Context: an optimization exercise on an open-source flow, tuned for small area and a short achievable clock period. The choices shown serve that exercise and are no tape-out recipe.
Function was checked by simulation only, so behaviour that the tests miss may differ from the original.
Power figures rest on the tool's default switching activity, not on a simulated workload.

<file path="flow/run.sh">
#!/bin/bash
# synth_recipe.tcl (not shown) runs the flow's synth.tcl, then flattens the netlist and writes it again
# the make line also repeats each setting of config.mk as NAME=value (left out here)
make -C /OpenROAD-flow-scripts/flow DESIGN_CONFIG=/design/flow/config.mk WORK_HOME=/design/flow/orfs CLKGATE_MAP_FILE= SYNTH_SCRIPT=/design/flow/synth_recipe.tcl finish
</file>
<file path="flow/config.mk">
export PLATFORM = sky130hd
export DESIGN_NAME = peak_search_top
export DESIGN_NICKNAME = peak_search_top
export VERILOG_FILES = /design/flow/design.v
export SDC_FILE = /design/flow/constraint.sdc
export NUM_CORES = 4
export LEC_CHECK = 0
export CAP_MARGIN = 20
export CORE_MARGIN = 2
export CORE_UTILIZATION = 40
export SLEW_MARGIN = 20
</file>
<file path="flow/constraint.sdc">
create_clock -name core_clock -period 7.5 [get_ports {clk}]
set_input_delay 1.5000 -clock core_clock [delete_from_list [all_inputs] [get_ports {clk}]]
set_output_delay 1.5000 -clock core_clock [all_outputs]
set_load 0.01 [all_outputs]
</file>
<file path="flow/design.v">
`default_nettype none
package sample_pkg;
   typedef logic signed [12-1:0] sample_t;
   typedef logic [(12 + 1)-1:0] power_t;
   typedef logic [10-1:0] index_t;
   typedef logic [16-1:0] count_t;
   typedef logic [$clog2(1024):0] frame_len_t;
endpackage
`default_nettype wire
`default_nettype none
package apb_regs_pkg;
   typedef logic [31:0] apb_data_t;
   typedef logic [1:0] ctrl_t;
   typedef enum logic [8-1:0] {
      ADDR_CTRL        = 8'h00,
      ADDR_FRAME_LEN   = 8'h04,
      ADDR_STATUS      = 8'h08,
      ADDR_PEAK_POWER  = 8'h0C,
      ADDR_PEAK_INDEX  = 8'h10,
      ADDR_FRAME_COUNT = 8'h14
   } reg_addr_e;
   localparam int CTRL_ENABLE_BIT = 0;
   localparam int CTRL_IRQ_EN_BIT = 1;
   localparam int STATUS_DONE_BIT = 0;
   localparam int STATUS_BUSY_BIT = 1;
endpackage
`default_nettype wire
`timescale 1ns/1ns
`default_nettype none
module iq_pwr_tree (
   input  wire [11:0] i_i,
   input  wire [11:0] i_q,
   output wire [12:0] o_h1,
   output wire [12:0] o_h2,
   output wire        o_ca,
   output wire        o_cb
);
   wire hs1, hc2;
   assign hs1 = (i_i[2] & i_i[1]) ^ (i_i[0] & i_i[4]);
   assign hc2 = (i_i[2] & i_i[1]) & (i_i[0] & i_i[4]);
   wire hs3, hc4;
   assign hs3 = (i_q[2] & i_q[1]) ^ (i_q[0] & i_q[4]);
   assign hc4 = (i_q[2] & i_q[1]) & (i_q[0] & i_q[4]);
   wire fs5, fc6;
   assign fs5 = (i_i[3] & ~i_i[2]) ^ (i_i[0] & i_i[5]) ^ (i_i[1] & i_i[4]);
   assign fc6 = ((i_i[3] & ~i_i[2]) & (i_i[0] & i_i[5])) | ((i_i[3] & ~i_i[2]) & (i_i[1] & i_i[4])) | ((i_i[0] & i_i[5]) & (i_i[1] & i_i[4]));
   wire fs7, fc8;
   assign fs7 = (i_q[3] & ~i_q[2]) ^ (i_q[0] & i_q[5]) ^ (i_q[1] & i_q[4]);
   assign fc8 = ((i_q[3] & ~i_q[2]) & (i_q[0] & i_q[5])) | ((i_q[3] & ~i_q[2]) & (i_q[1] & i_q[4])) | ((i_q[0] & i_q[5]) & (i_q[1] & i_q[4]));
   wire fs9, fc10;
   assign fs9 = (i_i[3] & i_i[2]) ^ (i_i[0] & i_i[6]) ^ (i_i[1] & i_i[5]);
   assign fc10 = ((i_i[3] & i_i[2]) & (i_i[0] & i_i[6])) | ((i_i[3] & i_i[2]) & (i_i[1] & i_i[5])) | ((i_i[0] & i_i[6]) & (i_i[1] & i_i[5]));
   wire hs11, hc12;
   assign hs11 = (i_i[2] & i_i[4]) ^ fc6;
   assign hc12 = (i_i[2] & i_i[4]) & fc6;
   wire fs13, fc14;
   assign fs13 = (i_q[3] & i_q[2]) ^ (i_q[0] & i_q[6]) ^ (i_q[1] & i_q[5]);
   assign fc14 = ((i_q[3] & i_q[2]) & (i_q[0] & i_q[6])) | ((i_q[3] & i_q[2]) & (i_q[1] & i_q[5])) | ((i_q[0] & i_q[6]) & (i_q[1] & i_q[5]));
   wire hs15, hc16;
   assign hs15 = (i_q[2] & i_q[4]) ^ fc8;
   assign hc16 = (i_q[2] & i_q[4]) & fc8;
   wire fs17, fc18;
   assign fs17 = (i_i[4] & ~i_i[3]) ^ (i_i[0] & i_i[7]) ^ (i_i[1] & i_i[6]);
   assign fc18 = ((i_i[4] & ~i_i[3]) & (i_i[0] & i_i[7])) | ((i_i[4] & ~i_i[3]) & (i_i[1] & i_i[6])) | ((i_i[0] & i_i[7]) & (i_i[1] & i_i[6]));
   wire fs19, fc20;
   assign fs19 = (i_i[2] & i_i[5]) ^ fc10 ^ fs17;
   assign fc20 = ((i_i[2] & i_i[5]) & fc10) | ((i_i[2] & i_i[5]) & fs17) | (fc10 & fs17);
   wire fs21, fc22;
   assign fs21 = (i_q[4] & ~i_q[3]) ^ (i_q[0] & i_q[7]) ^ (i_q[1] & i_q[6]);
   assign fc22 = ((i_q[4] & ~i_q[3]) & (i_q[0] & i_q[7])) | ((i_q[4] & ~i_q[3]) & (i_q[1] & i_q[6])) | ((i_q[0] & i_q[7]) & (i_q[1] & i_q[6]));
   wire fs23, fc24;
   assign fs23 = (i_q[2] & i_q[5]) ^ fc14 ^ fs21;
   assign fc24 = ((i_q[2] & i_q[5]) & fc14) | ((i_q[2] & i_q[5]) & fs21) | (fc14 & fs21);
   wire fs25, fc26;
   assign fs25 = (i_i[4] & i_i[3]) ^ (i_i[0] & i_i[8]) ^ (i_i[1] & i_i[7]);
   assign fc26 = ((i_i[4] & i_i[3]) & (i_i[0] & i_i[8])) | ((i_i[4] & i_i[3]) & (i_i[1] & i_i[7])) | ((i_i[0] & i_i[8]) & (i_i[1] & i_i[7]));
   wire fs27, fc28;
   assign fs27 = (i_i[2] & i_i[6]) ^ (i_i[3] & i_i[5]) ^ fc18;
   assign fc28 = ((i_i[2] & i_i[6]) & (i_i[3] & i_i[5])) | ((i_i[2] & i_i[6]) & fc18) | ((i_i[3] & i_i[5]) & fc18);
   wire hs29, hc30;
   assign hs29 = fs25 ^ fc20;
   assign hc30 = fs25 & fc20;
   wire fs31, fc32;
   assign fs31 = (i_q[4] & i_q[3]) ^ (i_q[0] & i_q[8]) ^ (i_q[1] & i_q[7]);
   assign fc32 = ((i_q[4] & i_q[3]) & (i_q[0] & i_q[8])) | ((i_q[4] & i_q[3]) & (i_q[1] & i_q[7])) | ((i_q[0] & i_q[8]) & (i_q[1] & i_q[7]));
   wire fs33, fc34;
   assign fs33 = (i_q[2] & i_q[6]) ^ (i_q[3] & i_q[5]) ^ fc22;
   assign fc34 = ((i_q[2] & i_q[6]) & (i_q[3] & i_q[5])) | ((i_q[2] & i_q[6]) & fc22) | ((i_q[3] & i_q[5]) & fc22);
   wire hs35, hc36;
   assign hs35 = fs31 ^ fc24;
   assign hc36 = fs31 & fc24;
   wire fs37, fc38;
   assign fs37 = (i_i[5] & ~i_i[4]) ^ (i_i[0] & i_i[9]) ^ (i_i[1] & i_i[8]);
   assign fc38 = ((i_i[5] & ~i_i[4]) & (i_i[0] & i_i[9])) | ((i_i[5] & ~i_i[4]) & (i_i[1] & i_i[8])) | ((i_i[0] & i_i[9]) & (i_i[1] & i_i[8]));
   wire fs39, fc40;
   assign fs39 = (i_i[2] & i_i[7]) ^ (i_i[3] & i_i[6]) ^ fc26;
   assign fc40 = ((i_i[2] & i_i[7]) & (i_i[3] & i_i[6])) | ((i_i[2] & i_i[7]) & fc26) | ((i_i[3] & i_i[6]) & fc26);
   wire fs41, fc42;
   assign fs41 = fs37 ^ fc28 ^ fs39;
   assign fc42 = (fs37 & fc28) | (fs37 & fs39) | (fc28 & fs39);
   wire fs43, fc44;
   assign fs43 = (i_q[5] & ~i_q[4]) ^ (i_q[0] & i_q[9]) ^ (i_q[1] & i_q[8]);
   assign fc44 = ((i_q[5] & ~i_q[4]) & (i_q[0] & i_q[9])) | ((i_q[5] & ~i_q[4]) & (i_q[1] & i_q[8])) | ((i_q[0] & i_q[9]) & (i_q[1] & i_q[8]));
   wire fs45, fc46;
   assign fs45 = (i_q[2] & i_q[7]) ^ (i_q[3] & i_q[6]) ^ fc32;
   assign fc46 = ((i_q[2] & i_q[7]) & (i_q[3] & i_q[6])) | ((i_q[2] & i_q[7]) & fc32) | ((i_q[3] & i_q[6]) & fc32);
   wire fs47, fc48;
   assign fs47 = fs43 ^ fc34 ^ fs45;
   assign fc48 = (fs43 & fc34) | (fs43 & fs45) | (fc34 & fs45);
   wire fs49, fc50;
   assign fs49 = (i_i[5] & i_i[4]) ^ (i_i[0] & i_i[10]) ^ (i_i[1] & i_i[9]);
   assign fc50 = ((i_i[5] & i_i[4]) & (i_i[0] & i_i[10])) | ((i_i[5] & i_i[4]) & (i_i[1] & i_i[9])) | ((i_i[0] & i_i[10]) & (i_i[1] & i_i[9]));
   wire fs51, fc52;
   assign fs51 = (i_i[2] & i_i[8]) ^ (i_i[3] & i_i[7]) ^ (i_i[4] & i_i[6]);
   assign fc52 = ((i_i[2] & i_i[8]) & (i_i[3] & i_i[7])) | ((i_i[2] & i_i[8]) & (i_i[4] & i_i[6])) | ((i_i[3] & i_i[7]) & (i_i[4] & i_i[6]));
   wire fs53, fc54;
   assign fs53 = (i_q[5] & i_q[4]) ^ (i_q[0] & i_q[10]) ^ (i_q[1] & i_q[9]);
   assign fc54 = ((i_q[5] & i_q[4]) & (i_q[0] & i_q[10])) | ((i_q[5] & i_q[4]) & (i_q[1] & i_q[9])) | ((i_q[0] & i_q[10]) & (i_q[1] & i_q[9]));
   wire fs55, fc56;
   assign fs55 = (i_q[2] & i_q[8]) ^ (i_q[3] & i_q[7]) ^ (i_q[4] & i_q[6]);
   assign fc56 = ((i_q[2] & i_q[8]) & (i_q[3] & i_q[7])) | ((i_q[2] & i_q[8]) & (i_q[4] & i_q[6])) | ((i_q[3] & i_q[7]) & (i_q[4] & i_q[6]));
   wire fs57, fc58;
   assign fs57 = fc38 ^ fc44 ^ fs49;
   assign fc58 = (fc38 & fc44) | (fc38 & fs49) | (fc44 & fs49);
   wire fs59, fc60;
   assign fs59 = fs51 ^ fs53 ^ fs55;
   assign fc60 = (fs51 & fs53) | (fs51 & fs55) | (fs53 & fs55);
   wire fs61, fc62;
   assign fs61 = fc40 ^ fc46 ^ fs57;
   assign fc62 = (fc40 & fc46) | (fc40 & fs57) | (fc46 & fs57);
   wire fs63, fc64;
   assign fs63 = fs59 ^ fc42 ^ fc48;
   assign fc64 = (fs59 & fc42) | (fs59 & fc48) | (fc42 & fc48);
   wire fs65, fc66;
   assign fs65 = (i_i[6] & ~i_i[5]) ^ (i_i[1] & i_i[10]) ^ (i_i[2] & i_i[9]);
   assign fc66 = ((i_i[6] & ~i_i[5]) & (i_i[1] & i_i[10])) | ((i_i[6] & ~i_i[5]) & (i_i[2] & i_i[9])) | ((i_i[1] & i_i[10]) & (i_i[2] & i_i[9]));
   wire fs67, fc68;
   assign fs67 = (i_i[3] & i_i[8]) ^ (i_i[4] & i_i[7]) ^ (i_i[11] & i_i[0]);
   assign fc68 = ((i_i[3] & i_i[8]) & (i_i[4] & i_i[7])) | ((i_i[3] & i_i[8]) & (i_i[11] & i_i[0])) | ((i_i[4] & i_i[7]) & (i_i[11] & i_i[0]));
   wire fs69, fc70;
   assign fs69 = (i_q[6] & ~i_q[5]) ^ (i_q[1] & i_q[10]) ^ (i_q[2] & i_q[9]);
   assign fc70 = ((i_q[6] & ~i_q[5]) & (i_q[1] & i_q[10])) | ((i_q[6] & ~i_q[5]) & (i_q[2] & i_q[9])) | ((i_q[1] & i_q[10]) & (i_q[2] & i_q[9]));
   wire fs71, fc72;
   assign fs71 = (i_q[3] & i_q[8]) ^ (i_q[4] & i_q[7]) ^ (i_q[11] & i_q[0]);
   assign fc72 = ((i_q[3] & i_q[8]) & (i_q[4] & i_q[7])) | ((i_q[3] & i_q[8]) & (i_q[11] & i_q[0])) | ((i_q[4] & i_q[7]) & (i_q[11] & i_q[0]));
   wire fs73, fc74;
   assign fs73 = fc50 ^ fc52 ^ fc54;
   assign fc74 = (fc50 & fc52) | (fc50 & fc54) | (fc52 & fc54);
   wire fs75, fc76;
   assign fs75 = fc56 ^ fs65 ^ fs67;
   assign fc76 = (fc56 & fs65) | (fc56 & fs67) | (fs65 & fs67);
   wire fs77, fc78;
   assign fs77 = fs69 ^ fs71 ^ fc58;
   assign fc78 = (fs69 & fs71) | (fs69 & fc58) | (fs71 & fc58);
   wire fs79, fc80;
   assign fs79 = fc60 ^ fs73 ^ fs75;
   assign fc80 = (fc60 & fs73) | (fc60 & fs75) | (fs73 & fs75);
   wire fs81, fc82;
   assign fs81 = fc62 ^ fs77 ^ fs79;
   assign fc82 = (fc62 & fs77) | (fc62 & fs79) | (fs77 & fs79);
   wire fs83, fc84;
   assign fs83 = (i_i[6] & i_i[5]) ^ (i_i[2] & i_i[10]) ^ (i_i[3] & i_i[9]);
   assign fc84 = ((i_i[6] & i_i[5]) & (i_i[2] & i_i[10])) | ((i_i[6] & i_i[5]) & (i_i[3] & i_i[9])) | ((i_i[2] & i_i[10]) & (i_i[3] & i_i[9]));
   wire fs85, fc86;
   assign fs85 = (i_i[4] & i_i[8]) ^ (i_i[5] & i_i[7]) ^ (i_i[11] & ~i_i[0]);
   assign fc86 = ((i_i[4] & i_i[8]) & (i_i[5] & i_i[7])) | ((i_i[4] & i_i[8]) & (i_i[11] & ~i_i[0])) | ((i_i[5] & i_i[7]) & (i_i[11] & ~i_i[0]));
   wire fs87, fc88;
   assign fs87 = (i_i[11] & ~i_i[1]) ^ (i_q[6] & i_q[5]) ^ (i_q[2] & i_q[10]);
   assign fc88 = ((i_i[11] & ~i_i[1]) & (i_q[6] & i_q[5])) | ((i_i[11] & ~i_i[1]) & (i_q[2] & i_q[10])) | ((i_q[6] & i_q[5]) & (i_q[2] & i_q[10]));
   wire fs89, fc90;
   assign fs89 = (i_q[3] & i_q[9]) ^ (i_q[4] & i_q[8]) ^ (i_q[5] & i_q[7]);
   assign fc90 = ((i_q[3] & i_q[9]) & (i_q[4] & i_q[8])) | ((i_q[3] & i_q[9]) & (i_q[5] & i_q[7])) | ((i_q[4] & i_q[8]) & (i_q[5] & i_q[7]));
   wire fs91, fc92;
   assign fs91 = (i_q[11] & ~i_q[0]) ^ (i_q[11] & ~i_q[1]) ^ fc66;
   assign fc92 = ((i_q[11] & ~i_q[0]) & (i_q[11] & ~i_q[1])) | ((i_q[11] & ~i_q[0]) & fc66) | ((i_q[11] & ~i_q[1]) & fc66);
   wire fs93, fc94;
   assign fs93 = fc68 ^ fc70 ^ fc72;
   assign fc94 = (fc68 & fc70) | (fc68 & fc72) | (fc70 & fc72);
   wire fs95, fc96;
   assign fs95 = fs83 ^ fs85 ^ fs87;
   assign fc96 = (fs83 & fs85) | (fs83 & fs87) | (fs85 & fs87);
   wire fs97, fc98;
   assign fs97 = fs89 ^ fc74 ^ fc76;
   assign fc98 = (fs89 & fc74) | (fs89 & fc76) | (fc74 & fc76);
   wire fs99, fc100;
   assign fs99 = fs91 ^ fs93 ^ fs95;
   assign fc100 = (fs91 & fs93) | (fs91 & fs95) | (fs93 & fs95);
   wire fs101, fc102;
   assign fs101 = fc78 ^ fc80 ^ fs97;
   assign fc102 = (fc78 & fc80) | (fc78 & fs97) | (fc80 & fs97);
   wire hs103, hc104;
   assign hs103 = fs99 ^ fc82;
   assign hc104 = fs99 & fc82;
   wire fs105, fc106;
   assign fs105 = (i_i[7] & ~i_i[6]) ^ (i_i[3] & i_i[10]) ^ (i_i[4] & i_i[9]);
   assign fc106 = ((i_i[7] & ~i_i[6]) & (i_i[3] & i_i[10])) | ((i_i[7] & ~i_i[6]) & (i_i[4] & i_i[9])) | ((i_i[3] & i_i[10]) & (i_i[4] & i_i[9]));
   wire fs107, fc108;
   assign fs107 = (i_i[5] & i_i[8]) ^ (i_i[11] & ~i_i[2]) ^ (i_q[7] & ~i_q[6]);
   assign fc108 = ((i_i[5] & i_i[8]) & (i_i[11] & ~i_i[2])) | ((i_i[5] & i_i[8]) & (i_q[7] & ~i_q[6])) | ((i_i[11] & ~i_i[2]) & (i_q[7] & ~i_q[6]));
   wire fs109, fc110;
   assign fs109 = (i_q[3] & i_q[10]) ^ (i_q[4] & i_q[9]) ^ (i_q[5] & i_q[8]);
   assign fc110 = ((i_q[3] & i_q[10]) & (i_q[4] & i_q[9])) | ((i_q[3] & i_q[10]) & (i_q[5] & i_q[8])) | ((i_q[4] & i_q[9]) & (i_q[5] & i_q[8]));
   wire fs111, fc112;
   assign fs111 = (i_q[11] & ~i_q[2]) ^ fc84 ^ fc86;
   assign fc112 = ((i_q[11] & ~i_q[2]) & fc84) | ((i_q[11] & ~i_q[2]) & fc86) | (fc84 & fc86);
   wire fs113, fc114;
   assign fs113 = fc88 ^ fc90 ^ fs105;
   assign fc114 = (fc88 & fc90) | (fc88 & fs105) | (fc90 & fs105);
   wire fs115, fc116;
   assign fs115 = fs107 ^ fs109 ^ fc92;
   assign fc116 = (fs107 & fs109) | (fs107 & fc92) | (fs109 & fc92);
   wire fs117, fc118;
   assign fs117 = fc94 ^ fc96 ^ fs111;
   assign fc118 = (fc94 & fc96) | (fc94 & fs111) | (fc96 & fs111);
   wire fs119, fc120;
   assign fs119 = fs113 ^ fc98 ^ fs115;
   assign fc120 = (fs113 & fc98) | (fs113 & fs115) | (fc98 & fs115);
   wire fs121, fc122;
   assign fs121 = fc100 ^ fs117 ^ fc102;
   assign fc122 = (fc100 & fs117) | (fc100 & fc102) | (fs117 & fc102);
   wire hs123, hc124;
   assign hs123 = fs119 ^ hc104;
   assign hc124 = fs119 & hc104;
   wire fs125, fc126;
   assign fs125 = (i_i[7] & i_i[6]) ^ (i_i[4] & i_i[10]) ^ (i_i[5] & i_i[9]);
   assign fc126 = ((i_i[7] & i_i[6]) & (i_i[4] & i_i[10])) | ((i_i[7] & i_i[6]) & (i_i[5] & i_i[9])) | ((i_i[4] & i_i[10]) & (i_i[5] & i_i[9]));
   wire fs127, fc128;
   assign fs127 = (i_i[6] & i_i[8]) ^ (i_i[11] & ~i_i[3]) ^ (i_q[7] & i_q[6]);
   assign fc128 = ((i_i[6] & i_i[8]) & (i_i[11] & ~i_i[3])) | ((i_i[6] & i_i[8]) & (i_q[7] & i_q[6])) | ((i_i[11] & ~i_i[3]) & (i_q[7] & i_q[6]));
   wire fs129, fc130;
   assign fs129 = (i_q[4] & i_q[10]) ^ (i_q[5] & i_q[9]) ^ (i_q[6] & i_q[8]);
   assign fc130 = ((i_q[4] & i_q[10]) & (i_q[5] & i_q[9])) | ((i_q[4] & i_q[10]) & (i_q[6] & i_q[8])) | ((i_q[5] & i_q[9]) & (i_q[6] & i_q[8]));
   wire fs131, fc132;
   assign fs131 = (i_q[11] & ~i_q[3]) ^ fc106 ^ fc108;
   assign fc132 = ((i_q[11] & ~i_q[3]) & fc106) | ((i_q[11] & ~i_q[3]) & fc108) | (fc106 & fc108);
   wire fs133, fc134;
   assign fs133 = fc110 ^ fs125 ^ fs127;
   assign fc134 = (fc110 & fs125) | (fc110 & fs127) | (fs125 & fs127);
   wire fs135, fc136;
   assign fs135 = fs129 ^ fc112 ^ fc114;
   assign fc136 = (fs129 & fc112) | (fs129 & fc114) | (fc112 & fc114);
   wire fs137, fc138;
   assign fs137 = fs131 ^ fs133 ^ fc116;
   assign fc138 = (fs131 & fs133) | (fs131 & fc116) | (fs133 & fc116);
   wire fs139, fc140;
   assign fs139 = fc118 ^ fs135 ^ fc120;
   assign fc140 = (fc118 & fs135) | (fc118 & fc120) | (fs135 & fc120);
   wire fs141, fc142;
   assign fs141 = fs137 ^ fc122 ^ fs139;
   assign fc142 = (fs137 & fc122) | (fs137 & fs139) | (fc122 & fs139);
   wire fs143, fc144;
   assign fs143 = (i_i[8] & ~i_i[7]) ^ (i_i[5] & i_i[10]) ^ (i_i[6] & i_i[9]);
   assign fc144 = ((i_i[8] & ~i_i[7]) & (i_i[5] & i_i[10])) | ((i_i[8] & ~i_i[7]) & (i_i[6] & i_i[9])) | ((i_i[5] & i_i[10]) & (i_i[6] & i_i[9]));
   wire fs145, fc146;
   assign fs145 = (i_i[11] & ~i_i[4]) ^ (i_q[8] & ~i_q[7]) ^ (i_q[5] & i_q[10]);
   assign fc146 = ((i_i[11] & ~i_i[4]) & (i_q[8] & ~i_q[7])) | ((i_i[11] & ~i_i[4]) & (i_q[5] & i_q[10])) | ((i_q[8] & ~i_q[7]) & (i_q[5] & i_q[10]));
   wire fs147, fc148;
   assign fs147 = (i_q[6] & i_q[9]) ^ (i_q[11] & ~i_q[4]) ^ fc126;
   assign fc148 = ((i_q[6] & i_q[9]) & (i_q[11] & ~i_q[4])) | ((i_q[6] & i_q[9]) & fc126) | ((i_q[11] & ~i_q[4]) & fc126);
   wire fs149, fc150;
   assign fs149 = fc128 ^ fc130 ^ fs143;
   assign fc150 = (fc128 & fc130) | (fc128 & fs143) | (fc130 & fs143);
   wire fs151, fc152;
   assign fs151 = fs145 ^ fc132 ^ fc134;
   assign fc152 = (fs145 & fc132) | (fs145 & fc134) | (fc132 & fc134);
   wire fs153, fc154;
   assign fs153 = fs147 ^ fs149 ^ fc136;
   assign fc154 = (fs147 & fs149) | (fs147 & fc136) | (fs149 & fc136);
   wire fs155, fc156;
   assign fs155 = fs151 ^ fc138 ^ fs153;
   assign fc156 = (fs151 & fc138) | (fs151 & fs153) | (fc138 & fs153);
   wire hs157, hc158;
   assign hs157 = fc140 ^ fs155;
   assign hc158 = fc140 & fs155;
   wire fs159, fc160;
   assign fs159 = (i_i[8] & i_i[7]) ^ (i_i[6] & i_i[10]) ^ (i_i[7] & i_i[9]);
   assign fc160 = ((i_i[8] & i_i[7]) & (i_i[6] & i_i[10])) | ((i_i[8] & i_i[7]) & (i_i[7] & i_i[9])) | ((i_i[6] & i_i[10]) & (i_i[7] & i_i[9]));
   wire fs161, fc162;
   assign fs161 = (i_i[11] & ~i_i[5]) ^ (i_q[8] & i_q[7]) ^ (i_q[6] & i_q[10]);
   assign fc162 = ((i_i[11] & ~i_i[5]) & (i_q[8] & i_q[7])) | ((i_i[11] & ~i_i[5]) & (i_q[6] & i_q[10])) | ((i_q[8] & i_q[7]) & (i_q[6] & i_q[10]));
   wire fs163, fc164;
   assign fs163 = (i_q[7] & i_q[9]) ^ (i_q[11] & ~i_q[5]) ^ fc144;
   assign fc164 = ((i_q[7] & i_q[9]) & (i_q[11] & ~i_q[5])) | ((i_q[7] & i_q[9]) & fc144) | ((i_q[11] & ~i_q[5]) & fc144);
   wire fs165, fc166;
   assign fs165 = fc146 ^ fs159 ^ fs161;
   assign fc166 = (fc146 & fs159) | (fc146 & fs161) | (fs159 & fs161);
   wire fs167, fc168;
   assign fs167 = fc148 ^ fc150 ^ fs163;
   assign fc168 = (fc148 & fc150) | (fc148 & fs163) | (fc150 & fs163);
   wire fs169, fc170;
   assign fs169 = fs165 ^ fc152 ^ fs167;
   assign fc170 = (fs165 & fc152) | (fs165 & fs167) | (fc152 & fs167);
   wire fs171, fc172;
   assign fs171 = fc154 ^ fs169 ^ fc156;
   assign fc172 = (fc154 & fs169) | (fc154 & fc156) | (fs169 & fc156);
   wire fs173, fc174;
   assign fs173 = (i_i[9] & ~i_i[8]) ^ (i_i[7] & i_i[10]) ^ (i_i[11] & ~i_i[6]);
   assign fc174 = ((i_i[9] & ~i_i[8]) & (i_i[7] & i_i[10])) | ((i_i[9] & ~i_i[8]) & (i_i[11] & ~i_i[6])) | ((i_i[7] & i_i[10]) & (i_i[11] & ~i_i[6]));
   wire fs175, fc176;
   assign fs175 = (i_q[9] & ~i_q[8]) ^ (i_q[7] & i_q[10]) ^ (i_q[11] & ~i_q[6]);
   assign fc176 = ((i_q[9] & ~i_q[8]) & (i_q[7] & i_q[10])) | ((i_q[9] & ~i_q[8]) & (i_q[11] & ~i_q[6])) | ((i_q[7] & i_q[10]) & (i_q[11] & ~i_q[6]));
   wire fs177, fc178;
   assign fs177 = fc160 ^ fc162 ^ fs173;
   assign fc178 = (fc160 & fc162) | (fc160 & fs173) | (fc162 & fs173);
   wire fs179, fc180;
   assign fs179 = fs175 ^ fc164 ^ fc166;
   assign fc180 = (fs175 & fc164) | (fs175 & fc166) | (fc164 & fc166);
   wire fs181, fc182;
   assign fs181 = fs177 ^ fc168 ^ fs179;
   assign fc182 = (fs177 & fc168) | (fs177 & fs179) | (fc168 & fs179);
   wire hs183, hc184;
   assign hs183 = fc170 ^ fs181;
   assign hc184 = fc170 & fs181;
   wire fs185, fc186;
   assign fs185 = (i_i[9] & i_i[8]) ^ (i_i[8] & i_i[10]) ^ (i_i[11] & ~i_i[7]);
   assign fc186 = ((i_i[9] & i_i[8]) & (i_i[8] & i_i[10])) | ((i_i[9] & i_i[8]) & (i_i[11] & ~i_i[7])) | ((i_i[8] & i_i[10]) & (i_i[11] & ~i_i[7]));
   wire fs187, fc188;
   assign fs187 = (i_q[9] & i_q[8]) ^ (i_q[8] & i_q[10]) ^ (i_q[11] & ~i_q[7]);
   assign fc188 = ((i_q[9] & i_q[8]) & (i_q[8] & i_q[10])) | ((i_q[9] & i_q[8]) & (i_q[11] & ~i_q[7])) | ((i_q[8] & i_q[10]) & (i_q[11] & ~i_q[7]));
   wire fs189, fc190;
   assign fs189 = fc174 ^ fc176 ^ fs185;
   assign fc190 = (fc174 & fc176) | (fc174 & fs185) | (fc176 & fs185);
   wire fs191, fc192;
   assign fs191 = fs187 ^ fc178 ^ fs189;
   assign fc192 = (fs187 & fc178) | (fs187 & fs189) | (fc178 & fs189);
   wire fs193, fc194;
   assign fs193 = fc180 ^ fs191 ^ fc182;
   assign fc194 = (fc180 & fs191) | (fc180 & fc182) | (fs191 & fc182);
   wire fs195, fc196;
   assign fs195 = (i_i[10] & ~i_i[9]) ^ (i_i[11] & ~i_i[8]) ^ (i_q[10] & ~i_q[9]);
   assign fc196 = ((i_i[10] & ~i_i[9]) & (i_i[11] & ~i_i[8])) | ((i_i[10] & ~i_i[9]) & (i_q[10] & ~i_q[9])) | ((i_i[11] & ~i_i[8]) & (i_q[10] & ~i_q[9]));
   wire fs197, fc198;
   assign fs197 = (i_q[11] & ~i_q[8]) ^ fc186 ^ fc188;
   assign fc198 = ((i_q[11] & ~i_q[8]) & fc186) | ((i_q[11] & ~i_q[8]) & fc188) | (fc186 & fc188);
   wire fs199, fc200;
   assign fs199 = fs195 ^ fc190 ^ fs197;
   assign fc200 = (fs195 & fc190) | (fs195 & fs197) | (fc190 & fs197);
   wire hs201, hc202;
   assign hs201 = fc192 ^ fs199;
   assign hc202 = fc192 & fs199;
   wire fs203, fc204;
   assign fs203 = (i_i[10] & i_i[9]) ^ (i_i[11] & ~i_i[9]) ^ (i_q[10] & i_q[9]);
   assign fc204 = ((i_i[10] & i_i[9]) & (i_i[11] & ~i_i[9])) | ((i_i[10] & i_i[9]) & (i_q[10] & i_q[9])) | ((i_i[11] & ~i_i[9]) & (i_q[10] & i_q[9]));
   wire fs205, fc206;
   assign fs205 = (i_q[11] & ~i_q[9]) ^ fc196 ^ fs203;
   assign fc206 = ((i_q[11] & ~i_q[9]) & fc196) | ((i_q[11] & ~i_q[9]) & fs203) | (fc196 & fs203);
   wire fs207, fc208;
   assign fs207 = fc198 ^ fs205 ^ fc200;
   assign fc208 = (fc198 & fs205) | (fc198 & fc200) | (fs205 & fc200);
   wire fs209, fc210;
   assign fs209 = (i_i[11] & i_i[10]) ^ (i_q[11] & i_q[10]) ^ fc204;
   assign fc210 = ((i_i[11] & i_i[10]) & (i_q[11] & i_q[10])) | ((i_i[11] & i_i[10]) & fc204) | ((i_q[11] & i_q[10]) & fc204);
   wire hs211, hc212;
   assign hs211 = fc206 ^ fs209;
   assign hc212 = fc206 & fs209;
   wire fs213, fc214;
   assign fs213 = (i_i[11] & i_i[10]) ^ (i_q[11] & i_q[10]) ^ fc210;
   assign fc214 = ((i_i[11] & i_i[10]) & (i_q[11] & i_q[10])) | ((i_i[11] & i_i[10]) & fc210) | ((i_q[11] & i_q[10]) & fc210);
   wire [11:0] low_A;
   assign low_A = {1'b0, hc30, fs27, hc12, fs9, hc2, (i_i[1] & i_i[3]), (i_i[2] & ~i_i[1]), (i_i[1] & i_i[0]), (i_i[1] & ~i_i[0]), 1'b0, i_i[0]} + {1'b0, fs41, hs29, fs19, hs11, fs5, hs1, (i_i[0] & i_i[3]), (i_i[0] & i_i[2]), 1'b0, 1'b0, 1'b0};
   wire [11:0] low_B;
   assign low_B = {1'b0, hc36, fs33, hc16, fs13, hc4, (i_q[1] & i_q[3]), (i_q[2] & ~i_q[1]), (i_q[1] & i_q[0]), (i_q[1] & ~i_q[0]), 1'b0, i_q[0]} + {1'b0, fs47, hs35, fs23, hs15, fs7, hs3, (i_q[0] & i_q[3]), (i_q[0] & i_q[2]), 1'b0, 1'b0, 1'b0};
   assign o_h1 = {hc212, fc208, hc202, fc194, hc184, fc172, hc158, fc142, hc124, fs121, fs101, fc64, fs61};
   assign o_h2 = {fs213, hs211, fs207, hs201, fs193, hs183, fs171, hs157, fs141, hs123, hs103, fs81, fs63};
   assign o_ca = low_A[11];
   assign o_cb = low_B[11];
endmodule
module iq_power (
   input  wire                 clk,
   input  wire                 i_rst_n,
   input  wire                 i_valid,
   output logic                o_ready,
   input  wire sample_pkg::sample_t i_i,
   input  wire sample_pkg::sample_t i_q,
   output logic                o_pwr_valid,
   input  wire                 i_pwr_ready,
   output sample_pkg::sample_t o_i,
   output sample_pkg::sample_t o_q
);
   logic take;
   assign o_ready = i_pwr_ready | ~o_pwr_valid;
   assign take    = i_valid & o_ready;
   always_ff @(posedge clk) begin
      if (!i_rst_n) begin
         o_pwr_valid <= 1'b0;
      end else if (take) begin
         o_pwr_valid <= 1'b1;
      end else if (i_pwr_ready) begin
         o_pwr_valid <= 1'b0;
      end
   end
   always_ff @(posedge clk) begin
      if (take) begin
         o_i <= i_i;
         o_q <= i_q;
      end
   end
endmodule
`default_nettype wire
`timescale 1ns/1ns
`default_nettype none
module frame_arg_max (
   input  wire                     clk,
   input  wire                     i_rst_n,
   input  wire                     i_enable,
   input  wire sample_pkg::frame_len_t i_frame_len,
   input  wire                     i_pwr_valid,
   output logic                    o_pwr_ready,
   input  wire sample_pkg::sample_t i_i,
   input  wire sample_pkg::sample_t i_q,
   output logic                    o_res_valid,
   output sample_pkg::power_t      o_peak_power,
   output sample_pkg::index_t      o_peak_index,
   input  wire                     i_res_busy,
   output logic                    o_busy
);
   logic                   hold_q;
   sample_pkg::index_t     cnt_q;
   sample_pkg::index_t     cnt_inc;
   sample_pkg::index_t     len_q;
   sample_pkg::index_t     cur_len;
   logic                   first;
   logic                   take;
   logic                   last;
   logic                   lag_v_q;
   logic                   lag_first_q;
   sample_pkg::index_t     lag_idx_q;
   logic [12:0]            h1, h2, lag_h1_q, lag_h2_q;
   logic                   ca, cb, lag_ca_q, lag_cb_q;
   sample_pkg::power_t     lag_pwr;
   sample_pkg::power_t     max_q;
   sample_pkg::index_t     idx_q;
   sample_pkg::power_t     max_d;
   sample_pkg::index_t     idx_d;
   logic                   upd;
   assign o_pwr_ready = i_enable & ~hold_q;
   assign take        = i_pwr_valid & o_pwr_ready;
   assign first   = (cnt_q == '0);
   assign cnt_inc = cnt_q + 1'b1;
   assign cur_len = first ? i_frame_len[10-1:0] : len_q;
   assign last    = (cnt_inc == cur_len);
   assign o_busy = ~first | hold_q;
   always_ff @(posedge clk) begin
      if (!i_rst_n) begin
         hold_q      <= 1'b0;
         cnt_q       <= '0;
         o_res_valid <= 1'b0;
         lag_v_q     <= 1'b0;
      end else begin
         o_res_valid <= 1'b0;
         lag_v_q     <= take;
         if (hold_q) begin
            if (!i_res_busy) begin
               hold_q      <= 1'b0;
               o_res_valid <= 1'b1;
            end
         end else if (take) begin
            if (last) begin
               cnt_q <= '0;
               if (i_res_busy || o_res_valid) begin
                  hold_q <= 1'b1;
               end else begin
                  o_res_valid <= 1'b1;
               end
            end else begin
               cnt_q <= cnt_inc;
            end
         end
      end
   end
   always_ff @(posedge clk) begin
      if (take && first) begin
         len_q <= i_frame_len[10-1:0];
      end
   end
   iq_pwr_tree tree0 (
      .i_i  (i_i),
      .i_q  (i_q),
      .o_h1 (h1),
      .o_h2 (h2),
      .o_ca (ca),
      .o_cb (cb)
   );
   always_ff @(posedge clk) begin
      lag_h1_q    <= h1;
      lag_h2_q    <= h2;
      lag_ca_q    <= ca;
      lag_cb_q    <= cb;
      lag_idx_q   <= cnt_q;
      lag_first_q <= first;
   end
   assign lag_pwr = lag_h1_q + lag_h2_q + {12'd0, lag_ca_q} + {12'd0, lag_cb_q};
   assign upd   = lag_v_q & (lag_first_q | (lag_pwr > max_q));
   assign max_d = upd ? lag_pwr : max_q;
   assign idx_d = upd ? lag_idx_q : idx_q;
   always_ff @(posedge clk) begin
      max_q <= max_d;
      idx_q <= idx_d;
   end
   assign o_peak_power = max_d;
   assign o_peak_index = idx_d;
endmodule
`default_nettype wire
`timescale 1ns/1ns
`default_nettype none
module peak_apb_regs (
   input  wire                      clk,
   input  wire                      i_rst_n,
   input  wire                      i_psel,
   input  wire                      i_penable,
   input  wire                      i_pwrite,
   input  wire logic [8-1:0]  i_paddr,
   input  wire apb_regs_pkg::apb_data_t i_pwdata,
   output apb_regs_pkg::apb_data_t  o_prdata,
   output logic                     o_pready,
   output logic                     o_pslverr,
   output logic                     o_enable,
   output sample_pkg::frame_len_t   o_frame_len,
   input  wire                      i_res_valid,
   input  wire sample_pkg::power_t  i_peak_power,
   input  wire sample_pkg::index_t  i_peak_index,
   input  wire                      i_busy,
   output logic                     o_res_busy,
   output logic                     o_irq
);
   apb_regs_pkg::ctrl_t      ctrl_q;
   sample_pkg::frame_len_t frame_len_q;
   logic       done_q;
   logic       irq_q;
   sample_pkg::power_t     peak_power_q;
   sample_pkg::index_t     peak_index_q;
   sample_pkg::count_t     frame_count_q;
   logic       access;
   logic [5:0] sel_d;
   logic [5:0] sel_q;
   logic       wr;
   apb_regs_pkg::apb_data_t  rdata;
   localparam int FL_W = $clog2(1024) + 1;
   function automatic sample_pkg::frame_len_t clamp_len(input apb_regs_pkg::apb_data_t wdata);
      if (wdata == '0 || wdata > 1024) begin
         clamp_len = 1024;
      end else begin
         clamp_len = wdata[FL_W-1:0];
      end
   endfunction
   assign sel_d[0] = (i_paddr == 8'h00);
   assign sel_d[1] = (i_paddr == 8'h04);
   assign sel_d[2] = (i_paddr == 8'h08);
   assign sel_d[3] = (i_paddr == 8'h0C);
   assign sel_d[4] = (i_paddr == 8'h10);
   assign sel_d[5] = (i_paddr == 8'h14);
   always_ff @(posedge clk) begin
      sel_q <= sel_d;
   end
   assign access = i_psel & i_penable;
   assign wr     = access & i_pwrite;
   always_comb begin
      rdata = '0;
      rdata[1:0]   = rdata[1:0]   | ({2{sel_q[0]}} & ctrl_q);
      rdata[10:0]  = rdata[10:0]  | ({11{sel_q[1]}} & frame_len_q);
      rdata[1:0]   = rdata[1:0]   | ({2{sel_q[2]}} & {i_busy, done_q});
      rdata[12:0]  = rdata[12:0]  | ({13{sel_q[3]}} & peak_power_q);
      rdata[9:0]   = rdata[9:0]   | ({10{sel_q[4]}} & peak_index_q);
      rdata[15:0]  = rdata[15:0]  | ({16{sel_q[5]}} & frame_count_q);
   end
   assign o_prdata  = rdata;
   assign o_pready  = 1'b1;
   assign o_pslverr = ~|sel_q;
   always_ff @(posedge clk) begin
      if (!i_rst_n) begin
         ctrl_q        <= '0;
         frame_len_q   <= 1024;
         done_q        <= 1'b0;
         irq_q         <= 1'b0;
         frame_count_q <= '0;
      end else begin
         irq_q <= done_q & ctrl_q[apb_regs_pkg::CTRL_IRQ_EN_BIT];
         if (wr && sel_q[0]) begin
            ctrl_q <= i_pwdata[1:0];
         end
         if (wr && sel_q[1]) begin
            frame_len_q <= clamp_len(i_pwdata);
         end
         if (i_res_valid) begin
            done_q        <= 1'b1;
            frame_count_q <= frame_count_q + 1'b1;
         end else if (wr && sel_q[2] && i_pwdata[apb_regs_pkg::STATUS_DONE_BIT]) begin
            done_q <= 1'b0;
         end
      end
   end
   always_ff @(posedge clk) begin
      if (i_res_valid) begin
         peak_power_q <= i_peak_power;
         peak_index_q <= i_peak_index;
      end
   end
   assign o_enable    = ctrl_q[apb_regs_pkg::CTRL_ENABLE_BIT];
   assign o_frame_len = frame_len_q;
   assign o_res_busy  = done_q;
   assign o_irq       = irq_q;
endmodule
`default_nettype wire
`timescale 1ns/1ns
`default_nettype none
module peak_search_top (
   input  wire                      clk,
   input  wire                      i_rst_n,
   input  wire                      i_s_valid,
   output wire                      o_s_ready,
   input  wire sample_pkg::sample_t i_s_i,
   input  wire sample_pkg::sample_t i_s_q,
   input  wire                      i_psel,
   input  wire                      i_penable,
   input  wire                      i_pwrite,
   input  wire logic [8-1:0]  i_paddr,
   input  wire apb_regs_pkg::apb_data_t i_pwdata,
   output wire apb_regs_pkg::apb_data_t o_prdata,
   output wire                      o_pready,
   output wire                      o_pslverr,
   output wire                      o_irq
);
   logic       enable;
   sample_pkg::frame_len_t frame_len;
   logic       res_valid;
   sample_pkg::power_t     peak_power;
   sample_pkg::index_t     peak_index;
   logic       res_busy;
   logic       busy;
   logic       pwr_valid;
   logic       pwr_ready;
   sample_pkg::sample_t    pwr_i;
   sample_pkg::sample_t    pwr_q;
   iq_power power0 (
      .clk     (clk),
      .i_rst_n (i_rst_n),
      .i_valid (i_s_valid),
      .o_ready (o_s_ready),
      .i_i     (i_s_i),
      .i_q     (i_s_q),
      .o_pwr_valid (pwr_valid),
      .i_pwr_ready (pwr_ready),
      .o_i     (pwr_i),
      .o_q     (pwr_q)
   );
   frame_arg_max search0 (
      .clk           (clk),
      .i_rst_n       (i_rst_n),
      .i_enable      (enable),
      .i_frame_len   (frame_len),
      .i_pwr_valid   (pwr_valid),
      .o_pwr_ready   (pwr_ready),
      .i_i           (pwr_i),
      .i_q           (pwr_q),
      .o_res_valid   (res_valid),
      .o_peak_power  (peak_power),
      .o_peak_index  (peak_index),
      .i_res_busy    (res_busy),
      .o_busy        (busy)
   );
   peak_apb_regs regs0 (
      .clk           (clk),
      .i_rst_n       (i_rst_n),
      .i_psel        (i_psel),
      .i_penable     (i_penable),
      .i_pwrite      (i_pwrite),
      .i_paddr       (i_paddr),
      .i_pwdata      (i_pwdata),
      .o_prdata      (o_prdata),
      .o_pready      (o_pready),
      .o_pslverr     (o_pslverr),
      .o_enable      (enable),
      .o_frame_len   (frame_len),
      .i_res_valid   (res_valid),
      .i_peak_power  (peak_power),
      .i_peak_index  (peak_index),
      .i_busy        (busy),
      .o_res_busy    (res_busy),
      .o_irq         (o_irq)
   );
endmodule
`default_nettype wire
</file>
==> summary.txt <==
per-stage QoR:
stage / power (mW) / utilization, % / std cells
floorplan: 2.04 / - / 1073
global placement: 2.34 / 44.6 / 1437
detailed placement: 2.36 / 44.6 / 1437
CTS: 3.24 / 46.7 / 1469
global route: 3.48 / 46.7 / 1469
finish: 3.18 / 46.7 / 1469
synthesized netlist by cell type (7+ instances only):
cell	n
dfxtp_1	113
xor2_1	11
edfxtp_1	57
o21ai_0	17
fa_1	96
a22oi_1	30
inv_1	111
and3_1	9
buf_4	19
xnor2_1	26
ha_1	65
nand2_1	74
mux2_2	23
nand4_1	13
a21o_1	7
nor2_1	20
nand2b_1	14
and2_1	101
nor3_1	11
nor2b_1	53
mux2i_1	9
clkbuf_1	41
a21oi_1	21
nand3_1	31
final cells by class:
class                   instances  area, um^2  share of cell area, %
multi-input cells             723        6330                   50.1
flip-flops and latches        170        3970                   31.5
repair buffers                 92         911                   7.21
clock buffers                  20         447                   3.54
well taps                     341         427                   3.38
inverters                     111         417                   3.30
clock inverters                12         128                   1.01
cells by family after synthesis:
family          share of synthesized area, %
compound gates                          7.12
xor+xnor                                2.94
fa+ha+maj                               24.8
buf+inv                                 7.19
flops                                   36.0
mux                                     3.16
other cells                           0.0681
simple gates                            18.7
where the power goes:
group	internal, mW	switching, mW	leakage [nW]	total [mW]
clock network	0.477	0.387	0.278	0.865
logic	0.583	0.660	3.57	1.24
registers	1.03	0.0458	1.48	1.07
total	2.09	1.09	5.32	3.18
path summary, 6_finish.rpt:
check | startpoint | endpoint | slack [ns] | depth (start not counted)
max | search0.lag_cb_q$_DFF_P_ | regs0.peak_power_q[8]$_DFFE_PP_ | 2.39 | 20
max reg2reg | search0.lag_cb_q$_DFF_P_ | regs0.peak_power_q[8]$_DFFE_PP_ | 2.39 | 20
min | search0.idx_q[5]$_DFF_P_ | search0.idx_q[5]$_DFF_P_ | 0.47 | 1
min reg2reg | search0.idx_q[5]$_DFF_P_ | search0.idx_q[5]$_DFF_P_ | 0.47 | 1
registers in the layout (all words and copies together) (netlist names), 11 cells and up:
| signal | flops |
|---|---|
| power0.o_q | 12 |
| search0.lag_h1_q | 13 |
| regs0.frame_count_q | 16 |
| search0.lag_h2_q | 13 |
| regs0.peak_power_q | 13 |
| regs0.frame_len_q | 11 |
| search0.max_q | 13 |
| power0.o_i | 12 |
critical path, cell delays in order (launching register included):
cell	delay, ns
dfxtp_1	0.32
fa_1	0.55
ha_1	0.17
inv_1	0.05
fa_1	0.39
nor2b_1	0.12
o21ai_0	0.12
a21oi_1	0.21
o21ai_0	0.13
a21oi_1	0.39
nor4b_1	0.11
a211o_1	0.31
ha_1	0.32
a21oi_1	0.15
nor2b_1	0.06
o21ai_0	0.14
nand2_1	0.07
o21ba_2	0.22
o21ai_2	0.32
buf_4	0.34
mux2_2	0.38
per-layer routing:
layer	track usage [%]	routed length (um)	vias to the layer above	share of wire (%)
met3	2.63	715	24	3.1
met4	4.61	352	0	1.5
met1	22.9	10700	3653	47
met2	27.7	11100	134	49
met5	0	0	-	0
li1	-	-	3584	-
==> impl_metrics.toml <==
[global_route]
grt_pass1_vias = 7435
globalRouteOverflowTotal = 0
grt_max_degree = 55
antenna_found_initial = 0
grt_pass1_wl_um = 38300
grt_usage_pct = 16.8

[clock_tree]
clk_latency_ns = 0.44
cts.htree.levels = 4
ctsHoldBuffers = 0
cts_buffers = 17
root_buffer = "clkbuf_16"
cts_tree = "built"
cts_max_path_buffers = 2
post_cts.repair.setup_buffers = 0
cts_resized = 0
clk_pin_slew_ns = 0.07
clock-sinks = 170

[setup_path]
path_class = "reg2reg"
path_max_fanout = 17
required_ns = 7.67
critPathCaptureType = "register"
start_kind = "register"
cp.arrival_ns = 5.27

[layout]
design_area_um2 = 12600
most-common-layout-cells = "113 x dfxtp_1, 111 x inv_1, 101 x and2_1, 96 x fa_1, 88 x clkdlybuf4s50_1"
syn2layout_area_growth_pct = 14.5
layout-drive-gt1-share_pct = 6.56
antenna_cells = 0
final_nets = 1346
final_common_cell = "dfxtp_1"
final.fill_count = 2506

[sta]
setup_violations = 0
final_hold_viol_count = 0
tns_ns = 0
period_needed_ns = 5.11
finalCritPeriodShare_pct = 68.1
whs_ns = 0.475
clock_skew_ns = 0.0237
fin_ws_ns = 2.39
grt_setup_unrepaired = "false"
slew_viol_final = 0
max_slew_margin_pct = 41.5
fmax_mhz = 196
tightest_slew_ns = 0.875

[place]
portBuffers = 88
post-dp-hpwl_um = 17500
place.gp.congestion = 0.806
placed_area_um2 = 12100
post-place-ws_ns = 2.43

[routing]
dr.pass1.iters = 5
postRouteWirelength_um = 22900
drtIter0Drc = 495
ant_nets = 0
vias = 7395
vias_per_cell = 5.03
wl_per_cell_um = 15.6
drcViolationCount = 0

[power]
p_leak_nw = 5.32
power_density_nw_per_um2 = 252
ir_worst_vdd_mv = 0.193

[outcome]
status = "no timing/DRC/antenna violations"

[logic_synthesis]
async_flop_share_pct = 0
yosysSeqAreaShare_pct = 36.0
yosysTopAreaCellShare_pct = 20.5
ys_ff_latch = 170
ys.warnings.count = 3
synth_edf_count = 57
synth_cells = 1058
synth_cell_types = 70
syn-cell-area_um2 = 11000
synthTopCellsByArea = "dfxtp_1 20%, fa_1 17%, edfxtp_1 16%"
avgSynthCellArea_um2 = 10.4
yosys.area.top_type = "dfxtp_1"
synth-main-ff-cell = "dfxtp_1"

[die]
pin_count = 106
dieArea_um2 = 28900
die_h_um = 170
fp-row-count = 60
core_region_area_um2 = 27000
start_util_pct = 40.8
die_x_um = 170

[worst_hold_path]
hold_path.class = "reg2reg"

[job]
maxCapViolCount = 0

re-timing with driven ports:
In the flow no input, the clock included, has a driving cell. The finished layout below was timed again as built, in two steps. Step 1 sets driving cells, clkbuf_16 on the clock port and buf_2 on the other inputs (assumed; they add their load-dependent delay and slew). Step 2 times the ports against the registers' clock, not the clock port: input delays grow and output delays shrink by t, the midpoint of the rising clock arrivals with the driver on. a / b / c = ideal ports / drivers / drivers and shift; a / b = the first two.
t (ns): 0.472
setup WS [ns]: 2.392 / 2.392 / 2.392
worst setup path after step 2: register to register
worst slew at a driven data input, ns: 0.04
pins driven straight from the clock port: 1
After both steps this run still meets setup and hold. The setup slack of this run moves by 0.000 ns with the drivers and by 0.000 ns with both steps.
